What follows belongs to an exercise in optimizing a design on an open flow for a short achievable clock period and few clock cycles; a production flow would make more cautious choices.
Function was checked by simulation only, so behaviour that the tests miss may differ from the original.
No driver is modelled on the clock port, so clock power and skew are understated where the tree is cut down; a real chip needs a root buffer or a tree.
No activity file was given, so power comes from the tool's default toggle rates.

Setup of job 4724:
## arm_fire_controller_core
module arm_fire_controller_core #(
    parameter int PHASE_BITS = afc_pkg::PHASE_BITS_DEF,
    parameter int LEVEL_BITS = afc_pkg::LEVEL_BITS_DEF
) (
    input  wire logic                            i_clk,
    input  wire logic                            i_rst_n,
    input  wire logic                            i_cfg_valid,
    output logic                                 o_cfg_ready,
    input  wire logic [afc_pkg::CFG_IDX_W-1:0]   i_cfg_index,
    input  wire logic [afc_pkg::CFG_DATA_W-1:0]  i_cfg_data,
    input  wire logic                            i_s_tvalid,
    output logic                                 o_s_tready,
    input  wire logic [afc_pkg::IN_DATA_W-1:0]   i_s_tdata,
    output logic                                 o_m_tvalid,
    input  wire logic                            i_m_tready,
    output logic [afc_pkg::OUT_DATA_W-1:0]       o_m_tdata,
    output logic                                 o_m_tlast
);
Size: ~52 I/O pins, ~32000 µm² of cells after synthesis.
Settings: LEC_CHECK=0, ABC_CLOCK_PERIOD_IN_PS=2500, CAP_MARGIN=20, CORE_MARGIN=2, CORE_UTILIZATION=55, PLACE_DENSITY=0.72, SLEW_MARGIN=20, SYNTH_HIERARCHICAL=1; clock period 15.0 ns.
standard.sh (not shown) runs the stock make flow with config.mk's settings and CLKGATE_MAP_FILE= SYNTH_SCRIPT=/design/flow/synth_recipe.tcl, a recipe that flattens the netlist after the stock synthesis.
==> flow/flow/run.sh <==
#!/bin/bash
set -euo pipefail
HERE=$(pwd)
MARGIN=${MARGIN:-11.55}
export AFC_ROOT_CELL=sky130_fd_sc_hd__inv_16
export AFC_LEAF_CELL=sky130_fd_sc_hd__inv_16
export AFC_LEAF_SIZE=24
export AFC_ROOTS=4
bash standard.sh SETUP_SLACK_MARGIN=$MARGIN POST_CTS_TCL=$HERE/flow/cts_post.tcl \
  PRE_CTS_TCL=$HERE/flow/place_out.tcl finish > make_finish.log 2>&1
==> flow/flow/cts_post.tcl <==
set block [ord::get_db_block]
set db [ord::get_db]
set clk_port_net [$block findNet i_clk]
set root_cell [expr {[info exists ::env(AFC_ROOT_CELL)] ? $::env(AFC_ROOT_CELL) : "sky130_fd_sc_hd__clkbuf_16"}]
set leaf_cell [expr {[info exists ::env(AFC_LEAF_CELL)] ? $::env(AFC_LEAF_CELL) : "sky130_fd_sc_hd__clkbuf_16"}]
set root_master [$db findMaster $root_cell]
set leaf_master [$db findMaster $leaf_cell]
proc in_pin {inst} {
  foreach it [$inst getITerms] {
    if {[$it getIoType] eq "INPUT" && [[$it getMTerm] getSigType] eq "SIGNAL"} { return $it }
  }
}
proc out_pin {inst} {
  foreach it [$inst getITerms] {
    if {[$it getIoType] eq "OUTPUT"} { return $it }
  }
}
set leaf_size [expr {[info exists ::env(AFC_LEAF_SIZE)] ? $::env(AFC_LEAF_SIZE) : 24}]
set n_roots [expr {[info exists ::env(AFC_ROOTS)] ? $::env(AFC_ROOTS) : 4}]

# walk the old tree
set sinks {}
set old_insts {}
set old_nets {}
set todo [list $clk_port_net]
while {[llength $todo]} {
  set net [lindex $todo 0]
  set todo [lrange $todo 1 end]
  foreach it [$net getITerms] {
    if {![$it isInputSignal] && [$it getIoType] ne "INPUT"} { continue }
    set inst [$it getInst]
    set m [$inst getMaster]
    if {[$m isSequential]} {
      lappend sinks $it
    } else {
      lappend old_insts $inst
      foreach ot [$inst getITerms] {
        if {[$ot getIoType] eq "OUTPUT" && [$ot getNet] ne "NULL"} {
          lappend todo [$ot getNet]
          lappend old_nets [$ot getNet]
        }
      }
    }
  }
}
puts "afc_cts: [llength $sinks] sinks, removing [llength $old_insts] cells and [llength $old_nets] nets"
foreach it $sinks { $it disconnect }
foreach inst $old_insts { odb::dbInst_destroy $inst }
foreach net $old_nets { odb::dbNet_destroy $net }

# sink positions
set pts {}
foreach it $sinks {
  set bb [[$it getInst] getBBox]
  lappend pts [list [expr {([$bb xMin] + [$bb xMax]) / 2.0}] [expr {([$bb yMin] + [$bb yMax]) / 2.0}]]
}

# recursive bisection into n groups of (nearly) equal size, cutting the
# longer side of each group's bounding box
proc bisect {items n} {
  if {$n <= 1} { return [list $items] }
  set xs {}; set ys {}
  foreach it $items { lappend xs [lindex $it 1]; lappend ys [lindex $it 2] }
  set xs [lsort -real $xs]; set ys [lsort -real $ys]
  set axis [expr {([lindex $xs end] - [lindex $xs 0]) >= ([lindex $ys end] - [lindex $ys 0]) ? 1 : 2}]
  set sorted [lsort -real -index $axis $items]
  set n1 [expr {$n / 2}]
  set h [expr {int(round([llength $sorted] * double($n1) / $n))}]
  return [concat [bisect [lrange $sorted 0 [expr {$h - 1}]] $n1] \
                 [bisect [lrange $sorted $h end] [expr {$n - $n1}]]]
}
proc centre {items} {
  set sx 0.0; set sy 0.0
  foreach it $items { set sx [expr {$sx + [lindex $it 1]}]; set sy [expr {$sy + [lindex $it 2]}] }
  set n [llength $items]
  return [list [expr {$sx / $n}] [expr {$sy / $n}]]
}
set items {}
set i 0
foreach p $pts { lappend items [list $i [lindex $p 0] [lindex $p 1]]; incr i }
# leaves: a multiple of the root count, at most leaf_size sinks each; the
# first cuts of the bisection then give each root its own block of leaves
set per_root [expr {int(ceil([llength $sinks] / double($leaf_size * $n_roots)))}]
set n_leaf [expr {$per_root * $n_roots}]
set groups {}
foreach rg [bisect $items $n_roots] {
  set groups [concat $groups [bisect $rg $per_root]]
}
set leaf_of [lrepeat [llength $sinks] 0]
set leaf_c {}
set root_of {}
set l 0
foreach g $groups {
  foreach it $g { lset leaf_of [lindex $it 0] $l }
  lappend leaf_c [centre $g]
  lappend root_of [expr {$l / $per_root}]
  incr l
}
set root_c {}
for {set r 0} {$r < $n_roots} {incr r} {
  set sx 0.0; set sy 0.0; set n 0
  foreach c $leaf_c ro $root_of {
    if {$ro == $r} { set sx [expr {$sx + [lindex $c 0]}]; set sy [expr {$sy + [lindex $c 1]}]; incr n }
  }
  lappend root_c [list [expr {$sx / $n}] [expr {$sy / $n}]]
}

proc place_at {inst x y} {
  set m [$inst getMaster]
  set w [$m getWidth]; set h [$m getHeight]
  $inst setLocation [expr {int($x - $w / 2)}] [expr {int($y - $h / 2)}]
  $inst setPlacementStatus PLACED
}

set root_nets {}
for {set r 0} {$r < $n_roots} {incr r} {
  set inst [odb::dbInst_create $block $root_master "afc_clkroot_$r"]
  set net [odb::dbNet_create $block "afc_clknet_root_$r"]
  $net setSigType CLOCK
  [in_pin $inst] connect $clk_port_net
  [out_pin $inst] connect $net
  lassign [lindex $root_c $r] x y
  place_at $inst $x $y
  lappend root_nets $net
}
set leaf_nets {}
for {set l 0} {$l < $n_leaf} {incr l} {
  set inst [odb::dbInst_create $block $leaf_master "afc_clkleaf_$l"]
  set net [odb::dbNet_create $block "afc_clknet_leaf_$l"]
  $net setSigType CLOCK
  [in_pin $inst] connect [lindex $root_nets [lindex $root_of $l]]
  [out_pin $inst] connect $net
  lassign [lindex $leaf_c $l] x y
  place_at $inst $x $y
  lappend leaf_nets $net
}
foreach it $sinks a $leaf_of {
  $it connect [lindex $leaf_nets $a]
}
$clk_port_net setSigType CLOCK
puts "afc_cts: $n_roots root and $n_leaf leaf buffers"

detailed_placement
set_propagated_clock [all_clocks]
estimate_parasitics -placement
report_clock_latency
if {[llength [info procs repair_timing_helper]]} {
  repair_timing_helper
  detailed_placement
  check_placement -verbose
}
Other scripts of this flow, unchanged in this note and not shown: flow/flow/place_out.tcl
Testbench counts of job 4724, summed over its fixed seeds: cycles 41,111.
### job 4724 -> job 1319
==> flow/flow/run.sh <==
#!/bin/bash
set -euo pipefail
HERE=$(pwd)
MARGIN=${MARGIN:-11.6}
export AFC_ROOT_CELL=sky130_fd_sc_hd__inv_16
export AFC_LEAF_CELL=sky130_fd_sc_hd__clkinv_16
export AFC_LEAF_SIZE=32
export AFC_ROOTS=4
bash standard.sh SETUP_SLACK_MARGIN=$MARGIN POST_CTS_TCL=$HERE/flow/cts_post.tcl \
  PRE_CTS_TCL=$HERE/flow/place_out.tcl finish > make_finish.log 2>&1
[summary]
Between job 4724 and job 1319, the ratio of final minimum period to clock period does not differ in any meaningful way.
Compared job 1319 vs job 4724, and post-route minimum period is down in job 1319.
Looking at job 1319 and job 4724, the cell area is a wash.
There was hardly any difference in final wirelength between job 4724 and job 1319.
### job 1319 -> job 7697
==> flow/flow/run.sh <==
#!/bin/bash
set -euo pipefail
HERE=$(pwd)
MARGIN=${MARGIN:-11.4}
export AFC_ROOT_CELL=sky130_fd_sc_hd__inv_16
export AFC_LEAF_CELL=sky130_fd_sc_hd__clkinv_16
export AFC_LEAF_SIZE=40
export AFC_ROOTS=4
bash standard.sh SETUP_SLACK_MARGIN=$MARGIN POST_CTS_TCL=$HERE/flow/cts_post.tcl \
  PRE_CTS_TCL=$HERE/flow/place_out.tcl finish > make_finish.log 2>&1
Notes after the runs:
- Design area in job 7697 vs job 1319: down about 0.6%
- Of the two values seen for launching element of the worst setup path, r_o_level[4] was produced by job 7697 and r_o_level[1] by job 1319.
- Routed wire in job 7697 totals more than in job 1319.
- Via count delta (job 1319 -> job 7697): insignificant
- Re total power: job 1319 was higher than job 7697.
- Job 7697 -> job 1319: minimum clock period flat
- Going from job 1319 to job 7697, max-slew violation total from the final report neither gained nor lost much; global-route usage moved down.
> inputs changed (job 7697 -> job 8276)
- changing CORE_UTILIZATION from 55 to 65
- changing PLACE_DENSITY from 0.72 to 0.8
-- flow/flow/run.sh --
<<< job 7697, line 5
export AFC_ROOT_CELL=sky130_fd_sc_hd__inv_16
export AFC_LEAF_CELL=sky130_fd_sc_hd__clkinv_16
export AFC_LEAF_SIZE=40
export AFC_ROOTS=4
>>> job 8276, line 5
export AFC_ROOT_CELL=sky130_fd_sc_hd__inv_16
export AFC_LEAF_CELL=sky130_fd_sc_hd__inv_16
export AFC_LEAF_SIZE=24
export AFC_ROOTS=4
### Flow results
- For the met2 usage in global routing, job 8276 came in 11 points higher than job 7697 did.
- According to the power report, total power for job 8276 is higher than for job 7697.
- Of job 7697 and job 8276, the higher die area belongs to job 7697.
- Via count of the first global-routing pass: job 8276 vs job 7697 up 4.2%
- Area: job 8276 vs job 7697 -> job 8276 smaller
In every run of this note, the design's own scripts or RTL, not TritonCTS, make the clock network.

==> port drivers added, routing unchanged <==
Ports are ideal in the flow. The routed layouts listed here were re-timed in OpenROAD.
Step 1 assumes that a clkbuf_16 drives the clock port and a buf_2 every other input.
Step 2 adds t to the input delays and takes it off the output delays; t is the mean of the earliest and latest rising clock arrival at the registers after step 1. Input paths then give back, and output paths get back, about the clock's delay inside the block.
Slacks: no drivers / after step 1 / after step 2; pairs: no drivers / after step 1.
run | t, ns | setup WS [ns] | worst slew at a driven data input, ns
job 4724 | 0.436 | 11.355 / 11.117 / 11.221 | 0.06
job 1319 | 0.408 | 11.376 / 11.142 / 11.220 | 0.07
job 7697 | 0.398 | 11.379 / 11.148 / 11.199 | 0.04
job 8276 | 0.431 | 11.362 / 11.127 / 11.155 | 0.05
After both steps every run listed still meets setup and hold. The setup slack of job 8276, which loses most, moves by -0.235 ns with the drivers and by -0.207 ns with both steps.
